This is an optimization exercise on Yosys and OpenROAD, whose aim is small area, a short achievable clock period and few clock cycles per item, not a production implementation. Where RTL was checked, it was by simulation tests only, not by an equivalence proof against the original. Power figures rest on the tool's default switching activity, not on a simulated workload.

==> job 8542: inputs <==
// ordered_set_engine
module ordered_set_engine #(
    parameter int CAPACITY  = 32,
    parameter int KEY_WIDTH = 16
) (
    input  logic                             i_clk,
    input  logic                             i_rst_n,
    input  logic                             i_in_valid,
    output logic                             o_in_stall,
    input  ose_pkg::t_cmd                    i_command,
    input  logic [31:0]                      i_key,
    output logic                             o_out_valid,
    input  logic                             i_out_stall,
    output ose_pkg::t_status                 o_status,
    output logic [31:0]                      o_value,
    output logic                             o_hit,
    output logic [$clog2(CAPACITY+1)-1:0]    o_count
);
    localparam int CNT_W = $clog2(CAPACITY + 1);
    logic                 r_q_valid, r_b_valid;
    ose_pkg::t_cmd        r_q_cmd, r_b_cmd;
    logic [KEY_WIDTH-1:0] r_q_key, r_b_key;
    logic [CNT_W-1:0]     r_count, n_count;
    logic [CAPACITY-1:0]  r_occ, n_occ;
    ose_pkg::t_status     n_status;
    logic [KEY_WIDTH-1:0] n_value;
    logic                 n_hit;
    localparam int RES_W = 2 + KEY_WIDTH + 1 + CNT_W;
    logic [RES_W-1:0]     w_res, r_l_res, r_e0, r_e1, r_e2;
    logic                 r_l_valid, r_v0, r_v1, r_v2;
    logic                 w_pop, w_a0, w_a1, w_a2, n_v0, n_v1, n_v2;
    logic                 r_halt, r_in_ready, n_halt;
    logic [KEY_WIDTH-1:0] w_key [CAPACITY];
    logic [CAPACITY-1:0]  w_lt, w_le, w_gt;
    logic [CAPACITY-1:0]  w_clt, w_ceq, w_cle;
    logic [CAPACITY-1:0]  w_ld_prv, w_ld_key, w_ld_nxt, w_pick;
    logic                 w_key_clt, w_key_ceq, w_key_cle;
    logic                 r_found, n_found, w_rm_ceq;
    logic w_move, w_go;
    logic w_empty, w_full, w_found, w_pred_ok, w_succ_ok;
    logic c_ins, c_rm, c_clr, c_rm_lt, c_rm_all, c_rm_pred, c_rm_le;
    logic k_min, k_max, k_pred, k_succ;
    logic [11:0] r_b_op, w_q_op;
    assign o_in_stall = !r_in_ready;
    assign w_move     = !r_halt;
    assign w_go       = r_b_valid && !r_halt;
    assign w_gt      = r_occ & ~w_le;
  ...
Settings: LEC_CHECK=0, CAP_MARGIN=20, CORE_MARGIN=2, CORE_UTILIZATION=35, GPL_ROUTABILITY_DRIVEN=1, PLACE_DENSITY=0.5, SLEW_MARGIN=20; clock period 12.0 ns.
standard.sh (not shown) runs the stock make flow with config.mk's settings and CLKGATE_MAP_FILE= SYNTH_SCRIPT=/design/flow/synth_recipe.tcl, a recipe that flattens the netlist after the stock synthesis.
==> flow/flow/run.sh <==
#!/bin/bash
# Standard layout (standard.sh) with these changes:
#  - synthesis maps the logic with an area-oriented ABC script (flow/abc_area.script);
#    flow/synth_area.tcl is synth_recipe.tcl with only the ABC script swapped;
#  - timing repair aims below the clock period (SETUP_SLACK_MARGIN), on all endpoints;
#  - placement density and clock tree settings as given below.
set -e
FL=$PWD/flow
export MY_ABC_SCRIPT=$FL/abc_area.script
bash standard.sh SYNTH_SCRIPT=$FL/synth_area.tcl SETUP_SLACK_MARGIN=8.4 TNS_END_PERCENT=100 SKIP_GATE_CLONING=1 CORE_UTILIZATION=35 PLACE_DENSITY=0.5 CTS_CLUSTER_SIZE=24 CTS_CLUSTER_DIAMETER=80 "BUFFER_PORTS_ARGS=-buffer_cell sky130_fd_sc_hd__buf_2" finish > standard.log 2>&1
==> flow/flow/abc_area.script <==
strash
&get -n
&st
&dch -f
&nf -a -R 1000
&put
topo
stime -c
==> flow/flow/synth_area.tcl <==
proc synth {args} { yosys synth -nofsm -noshare {*}$args }
proc abc {args} {
  set i [lsearch -exact $args -script]
  if { $i >= 0 && [info exists ::env(MY_ABC_SCRIPT)] } { lset args [expr {$i+1}] $::env(MY_ABC_SCRIPT) }
  yosys abc {*}$args
}
source $::env(SCRIPTS_DIR)/synth.tcl
# left out here: clear keep_hierarchy, flatten, clean up, hide names made inside functions, write 1_2_yosys.v
==> inputs of job 804, as changes to job 8542 <==
--- a/flow/design.v
+++ b/flow/design.v
@@ -98,32 +98,33 @@
     logic                 r_q_valid, r_b_valid;
     ose_pkg::t_cmd        r_q_cmd, r_b_cmd;
     logic [KEY_WIDTH-1:0] r_q_key, r_b_key;
     logic [CNT_W-1:0]     r_count, n_count;
     logic [CAPACITY-1:0]  r_occ, n_occ;
-    ose_pkg::t_status     n_status;
-    logic [KEY_WIDTH-1:0] n_value;
-    logic                 n_hit;
-    localparam int RES_W = 2 + KEY_WIDTH + 1 + CNT_W;
-    logic [RES_W-1:0]     w_res, r_l_res, r_e0, r_e1, r_e2;
-    logic                 r_l_valid, r_v0, r_v1, r_v2;
-    logic                 w_pop, w_a0, w_a1, w_a2, n_v0, n_v1, n_v2;
-    logic                 r_halt, r_in_ready, n_halt;
+    logic                 r_o_valid, r_s_valid, r_in_ready;
+    ose_pkg::t_status     r_o_status, r_s_status, n_status;
+    logic [KEY_WIDTH-1:0] r_o_value, r_s_value, n_value;
+    logic                 r_o_hit, r_s_hit, n_hit;
+    logic [CNT_W-1:0]     r_o_count, r_s_count;
     logic [KEY_WIDTH-1:0] w_key [CAPACITY];
     logic [CAPACITY-1:0]  w_lt, w_le, w_gt;
     logic [CAPACITY-1:0]  w_clt, w_ceq, w_cle;
     logic [CAPACITY-1:0]  w_ld_prv, w_ld_key, w_ld_nxt, w_pick;
     logic                 w_key_clt, w_key_ceq, w_key_cle;
     logic                 r_found, n_found, w_rm_ceq;
-    logic w_move, w_go;
+    logic w_move, w_go, w_take, w_o_hold, w_o_from_s, w_o_from_n;
     logic w_empty, w_full, w_found, w_pred_ok, w_succ_ok;
     logic c_ins, c_rm, c_clr, c_rm_lt, c_rm_all, c_rm_pred, c_rm_le;
     logic k_min, k_max, k_pred, k_succ;
     logic [11:0] r_b_op, w_q_op;
     assign o_in_stall = !r_in_ready;
-    assign w_move     = !r_halt;
-    assign w_go       = r_b_valid && !r_halt;
+    assign w_move     = !r_s_valid;
+    assign w_go       = r_b_valid && !r_s_valid;
+    assign w_take     = r_o_valid && !i_out_stall;
+    assign w_o_hold   = r_o_valid && i_out_stall;
+    assign w_o_from_s = !w_o_hold && r_s_valid;
+    assign w_o_from_n = !w_o_hold && !r_s_valid;
     assign w_gt      = r_occ & ~w_le;
     assign w_empty   = !r_occ[0];
     assign w_full    = r_occ[CAPACITY-1];
     assign w_found   = r_found;
     assign w_pred_ok = w_lt[0];
@@ -299,60 +300,57 @@
         if (!i_rst_n) begin
             r_q_valid <= 1'b0;
             r_b_valid <= 1'b0;
             r_count   <= '0;
             r_occ     <= '0;
-            r_l_valid  <= 1'b0;
-            r_v0       <= 1'b0;
-            r_v1       <= 1'b0;
-            r_v2       <= 1'b0;
-            r_halt     <= 1'b0;
+            r_o_valid  <= 1'b0;
+            r_s_valid  <= 1'b0;
             r_in_ready <= 1'b1;
         end else begin
             if (w_move) begin
                 r_q_valid <= i_in_valid;
                 r_b_valid <= r_q_valid;
             end
             r_count <= n_count;
             r_occ   <= n_occ;
-            r_l_valid  <= w_go;
-            r_v0       <= n_v0;
-            r_v1       <= n_v1;
-            r_v2       <= n_v2;
-            r_halt     <= n_halt;
-            r_in_ready <= !n_halt;
+            if (!r_o_valid || w_take) begin
+                r_o_valid  <= r_s_valid || w_go;
+                r_s_valid  <= 1'b0;
+                r_in_ready <= 1'b1;
+            end else if (w_go) begin
+                r_s_valid  <= 1'b1;
+                r_in_ready <= 1'b0;
+            end
         end
     end
     always_ff @(posedge i_clk) begin
         if (w_move) begin
             r_q_cmd <= i_command;
             r_q_key <= i_key[KEY_WIDTH-1:0];
             r_b_cmd <= r_q_cmd;
             r_b_op  <= w_q_op;
             r_b_key <= r_q_key;
         end
-        r_l_res <= w_res;
-        r_e0 <= ({RES_W{!w_a0}}           & r_l_res) |
-                ({RES_W{w_a0 && w_pop}}   & r_e1)    |
-                ({RES_W{w_a0 && !w_pop}}  & r_e0);
-        if (!w_a1) begin
-            r_e1 <= r_l_res;
-        end else if (w_pop) begin
-            r_e1 <= r_e2;
-        end
-        if (!w_a2) begin
-            r_e2 <= r_l_res;
+        r_o_status <= ({2{w_o_hold}}         & r_o_status) |
+                      ({2{w_o_from_s}}       & r_s_status) |
+                      ({2{w_o_from_n}}       & n_status);
+        r_o_value  <= ({KEY_WIDTH{w_o_hold}}   & r_o_value)  |
+                      ({KEY_WIDTH{w_o_from_s}} & r_s_value)  |
+                      ({KEY_WIDTH{w_o_from_n}} & n_value);
+        r_o_hit    <= (w_o_hold && r_o_hit) || (w_o_from_s && r_s_hit) ||
+                      (w_o_from_n && n_hit);
+        r_o_count  <= ({CNT_W{w_o_hold}}     & r_o_count)  |
+                      ({CNT_W{w_o_from_s}}   & r_s_count)  |
+                      ({CNT_W{w_o_from_n}}   & n_count);
+        if (!r_s_valid) begin
+            r_s_status <= n_status;
+            r_s_value  <= n_value;
+            r_s_hit    <= n_hit;
+            r_s_count  <= n_count;
         end
     end
-    assign w_res  = {n_status, n_value, n_hit, n_count};
-    assign w_pop  = r_v0 && !i_out_stall;
-    assign w_a0   = w_pop ? r_v1 : r_v0;
-    assign w_a1   = w_pop ? r_v2 : r_v1;
-    assign w_a2   = !w_pop && r_v2;
-    assign n_v0   = w_a0 || r_l_valid;
-    assign n_v1   = w_a1 || (w_a0 && r_l_valid);
-    assign n_v2   = w_a2 || (w_a1 && r_l_valid);
-    assign n_halt = n_v2 || (n_v1 && w_go);
-    assign o_out_valid = r_v0;
-    assign {o_status, o_value[KEY_WIDTH-1:0], o_hit, o_count} = r_e0;
-    assign o_value[31:KEY_WIDTH] = '0;
+    assign o_out_valid = r_o_valid;
+    assign o_status    = r_o_status;
+    assign o_value     = 32'(r_o_value);
+    assign o_hit       = r_o_hit;
+    assign o_count     = r_o_count;
 endmodule
==> inputs of job 5556, as changes to job 8542 <==
--- a/flow/design.v
+++ b/flow/design.v
@@ -98,32 +98,33 @@
     logic                 r_q_valid, r_b_valid;
     ose_pkg::t_cmd        r_q_cmd, r_b_cmd;
     logic [KEY_WIDTH-1:0] r_q_key, r_b_key;
     logic [CNT_W-1:0]     r_count, n_count;
     logic [CAPACITY-1:0]  r_occ, n_occ;
-    ose_pkg::t_status     n_status;
-    logic [KEY_WIDTH-1:0] n_value;
-    logic                 n_hit;
-    localparam int RES_W = 2 + KEY_WIDTH + 1 + CNT_W;
-    logic [RES_W-1:0]     w_res, r_l_res, r_e0, r_e1, r_e2;
-    logic                 r_l_valid, r_v0, r_v1, r_v2;
-    logic                 w_pop, w_a0, w_a1, w_a2, n_v0, n_v1, n_v2;
-    logic                 r_halt, r_in_ready, n_halt;
+    logic                 r_o_valid, r_s_valid, r_in_ready;
+    ose_pkg::t_status     r_o_status, r_s_status, n_status;
+    logic [KEY_WIDTH-1:0] r_o_value, r_s_value, n_value;
+    logic                 r_o_hit, r_s_hit, n_hit;
+    logic [CNT_W-1:0]     r_o_count, r_s_count;
     logic [KEY_WIDTH-1:0] w_key [CAPACITY];
     logic [CAPACITY-1:0]  w_lt, w_le, w_gt;
     logic [CAPACITY-1:0]  w_clt, w_ceq, w_cle;
     logic [CAPACITY-1:0]  w_ld_prv, w_ld_key, w_ld_nxt, w_pick;
     logic                 w_key_clt, w_key_ceq, w_key_cle;
     logic                 r_found, n_found, w_rm_ceq;
-    logic w_move, w_go;
+    logic w_move, w_go, w_take, w_o_hold, w_o_from_s, w_o_from_n;
     logic w_empty, w_full, w_found, w_pred_ok, w_succ_ok;
     logic c_ins, c_rm, c_clr, c_rm_lt, c_rm_all, c_rm_pred, c_rm_le;
     logic k_min, k_max, k_pred, k_succ;
     logic [11:0] r_b_op, w_q_op;
     assign o_in_stall = !r_in_ready;
-    assign w_move     = !r_halt;
-    assign w_go       = r_b_valid && !r_halt;
+    assign w_move     = !r_s_valid;
+    assign w_go       = r_b_valid && !r_s_valid;
+    assign w_take     = r_o_valid && !i_out_stall;
+    assign w_o_hold   = r_o_valid && i_out_stall;
+    assign w_o_from_s = !w_o_hold && r_s_valid;
+    assign w_o_from_n = !w_o_hold && !r_s_valid;
     assign w_gt      = r_occ & ~w_le;
     assign w_empty   = !r_occ[0];
     assign w_full    = r_occ[CAPACITY-1];
     assign w_found   = r_found;
     assign w_pred_ok = w_lt[0];
@@ -299,60 +300,57 @@
         if (!i_rst_n) begin
             r_q_valid <= 1'b0;
             r_b_valid <= 1'b0;
             r_count   <= '0;
             r_occ     <= '0;
-            r_l_valid  <= 1'b0;
-            r_v0       <= 1'b0;
-            r_v1       <= 1'b0;
-            r_v2       <= 1'b0;
-            r_halt     <= 1'b0;
+            r_o_valid  <= 1'b0;
+            r_s_valid  <= 1'b0;
             r_in_ready <= 1'b1;
         end else begin
             if (w_move) begin
                 r_q_valid <= i_in_valid;
                 r_b_valid <= r_q_valid;
             end
             r_count <= n_count;
             r_occ   <= n_occ;
-            r_l_valid  <= w_go;
-            r_v0       <= n_v0;
-            r_v1       <= n_v1;
-            r_v2       <= n_v2;
-            r_halt     <= n_halt;
-            r_in_ready <= !n_halt;
+            if (!r_o_valid || w_take) begin
+                r_o_valid  <= r_s_valid || w_go;
+                r_s_valid  <= 1'b0;
+                r_in_ready <= 1'b1;
+            end else if (w_go) begin
+                r_s_valid  <= 1'b1;
+                r_in_ready <= 1'b0;
+            end
         end
     end
     always_ff @(posedge i_clk) begin
         if (w_move) begin
             r_q_cmd <= i_command;
             r_q_key <= i_key[KEY_WIDTH-1:0];
             r_b_cmd <= r_q_cmd;
             r_b_op  <= w_q_op;
             r_b_key <= r_q_key;
         end
-        r_l_res <= w_res;
-        r_e0 <= ({RES_W{!w_a0}}           & r_l_res) |
-                ({RES_W{w_a0 && w_pop}}   & r_e1)    |
-                ({RES_W{w_a0 && !w_pop}}  & r_e0);
-        if (!w_a1) begin
-            r_e1 <= r_l_res;
-        end else if (w_pop) begin
-            r_e1 <= r_e2;
-        end
-        if (!w_a2) begin
-            r_e2 <= r_l_res;
+        r_o_status <= ({2{w_o_hold}}         & r_o_status) |
+                      ({2{w_o_from_s}}       & r_s_status) |
+                      ({2{w_o_from_n}}       & n_status);
+        r_o_value  <= ({KEY_WIDTH{w_o_hold}}   & r_o_value)  |
+                      ({KEY_WIDTH{w_o_from_s}} & r_s_value)  |
+                      ({KEY_WIDTH{w_o_from_n}} & n_value);
+        r_o_hit    <= (w_o_hold && r_o_hit) || (w_o_from_s && r_s_hit) ||
+                      (w_o_from_n && n_hit);
+        r_o_count  <= ({CNT_W{w_o_hold}}     & r_o_count)  |
+                      ({CNT_W{w_o_from_s}}   & r_s_count)  |
+                      ({CNT_W{w_o_from_n}}   & n_count);
+        if (!r_s_valid) begin
+            r_s_status <= n_status;
+            r_s_value  <= n_value;
+            r_s_hit    <= n_hit;
+            r_s_count  <= n_count;
         end
     end
-    assign w_res  = {n_status, n_value, n_hit, n_count};
-    assign w_pop  = r_v0 && !i_out_stall;
-    assign w_a0   = w_pop ? r_v1 : r_v0;
-    assign w_a1   = w_pop ? r_v2 : r_v1;
-    assign w_a2   = !w_pop && r_v2;
-    assign n_v0   = w_a0 || r_l_valid;
-    assign n_v1   = w_a1 || (w_a0 && r_l_valid);
-    assign n_v2   = w_a2 || (w_a1 && r_l_valid);
-    assign n_halt = n_v2 || (n_v1 && w_go);
-    assign o_out_valid = r_v0;
-    assign {o_status, o_value[KEY_WIDTH-1:0], o_hit, o_count} = r_e0;
-    assign o_value[31:KEY_WIDTH] = '0;
+    assign o_out_valid = r_o_valid;
+    assign o_status    = r_o_status;
+    assign o_value     = 32'(r_o_value);
+    assign o_hit       = r_o_hit;
+    assign o_count     = r_o_count;
 endmodule
==> flow/flow/run.sh (replaced) <==
#!/bin/bash
# Standard layout (standard.sh) with these changes:
#  - synthesis maps the logic with an area-oriented ABC script (flow/abc_area.script);
#    flow/synth_area.tcl is synth_recipe.tcl with only the ABC script swapped;
#  - timing repair aims below the clock period (SETUP_SLACK_MARGIN), on all endpoints;
#  - placement density and clock tree settings as given below.
set -e
FL=$PWD/flow
export MY_ABC_SCRIPT=$FL/abc_area.script
bash standard.sh SYNTH_SCRIPT=$FL/synth_area.tcl SETUP_SLACK_MARGIN=8.4 TNS_END_PERCENT=100 SKIP_GATE_CLONING=1 CORE_UTILIZATION=45 PLACE_DENSITY=0.6 CTS_CLUSTER_SIZE=24 CTS_CLUSTER_DIAMETER=80 "BUFFER_PORTS_ARGS=-buffer_cell sky130_fd_sc_hd__buf_2" finish > standard.log 2>&1
Settings changed: CORE_UTILIZATION 35 to 45, PLACE_DENSITY 0.5 to 0.6.
==> comparison <==
Job 804 ran to the end with no violations. Job 5556 ran to the end with violations: antenna violations. Job 8542 completed without violations. In job 804 the clock power is smaller than in job 8542, by about 6%. Sequential power: job 8542 is higher than job 804 (about 7%). First-iteration DRC count: job 5556 > job 8542 > job 804. Between job 804 and job 8542, the lower maximum frequency is in job 804 (gap 1.9%, measured against job 8542). Of job 804 and job 5556, job 804 has the higher clock skew (gap 0.010 ns). Between job 8542 and job 5556, the lower sequential share of layout area is in job 5556 (gap 0.75 points). Of job 5556 and job 804, job 804 has the higher count of clock-buffer cells in the layout (gap 6). Against job 5556, the hold slack of job 804 is higher by 0.0031 ns. Routed wire length: job 804 > job 8542 > job 5556. Power: job 8542 > job 804 > job 5556.
Testbench counts of job 804, summed over its fixed seeds: cycles 12,018, ops 12,000.
Testbench counts of job 5556, summed over its fixed seeds: cycles 12,018, ops 12,000.
Function not checked in job 8542: the RTL went through the layout flow alone.

==> separate check: timing with driven ports <==
In the flow no input, the clock included, has a driving cell. The finished layouts below were timed again as built, in two steps. Step 1 sets driving cells, clkbuf_16 on the clock port and buf_2 on the other inputs (assumed; they add their load-dependent delay and slew). Step 2, shift: input delay + t, output delay - t, t = (earliest + latest rising clock arrival at the registers) / 2. This alone moves slack from input paths to output paths. Slacks: ideal / step 1 / step 2; pairs: ideal / step 1.
run | shift t [ns] | setup WS [ns] | worst setup path at the end | worst register clock-pin slew, ns
job 8542 | 0.790 | 8.357 / 8.277 / 8.036 | input to register | 0.10 / 0.10
job 804 | 0.776 | 8.286 / 8.286 / 7.925 | input to register | 0.10 / 0.10
job 5556 | 0.751 | 8.362 / 8.337 / 7.949 | input to register | 0.11 / 0.11
The setup slack of job 5556, which loses most, moves by -0.025 ns with the drivers and by -0.413 ns with both steps.
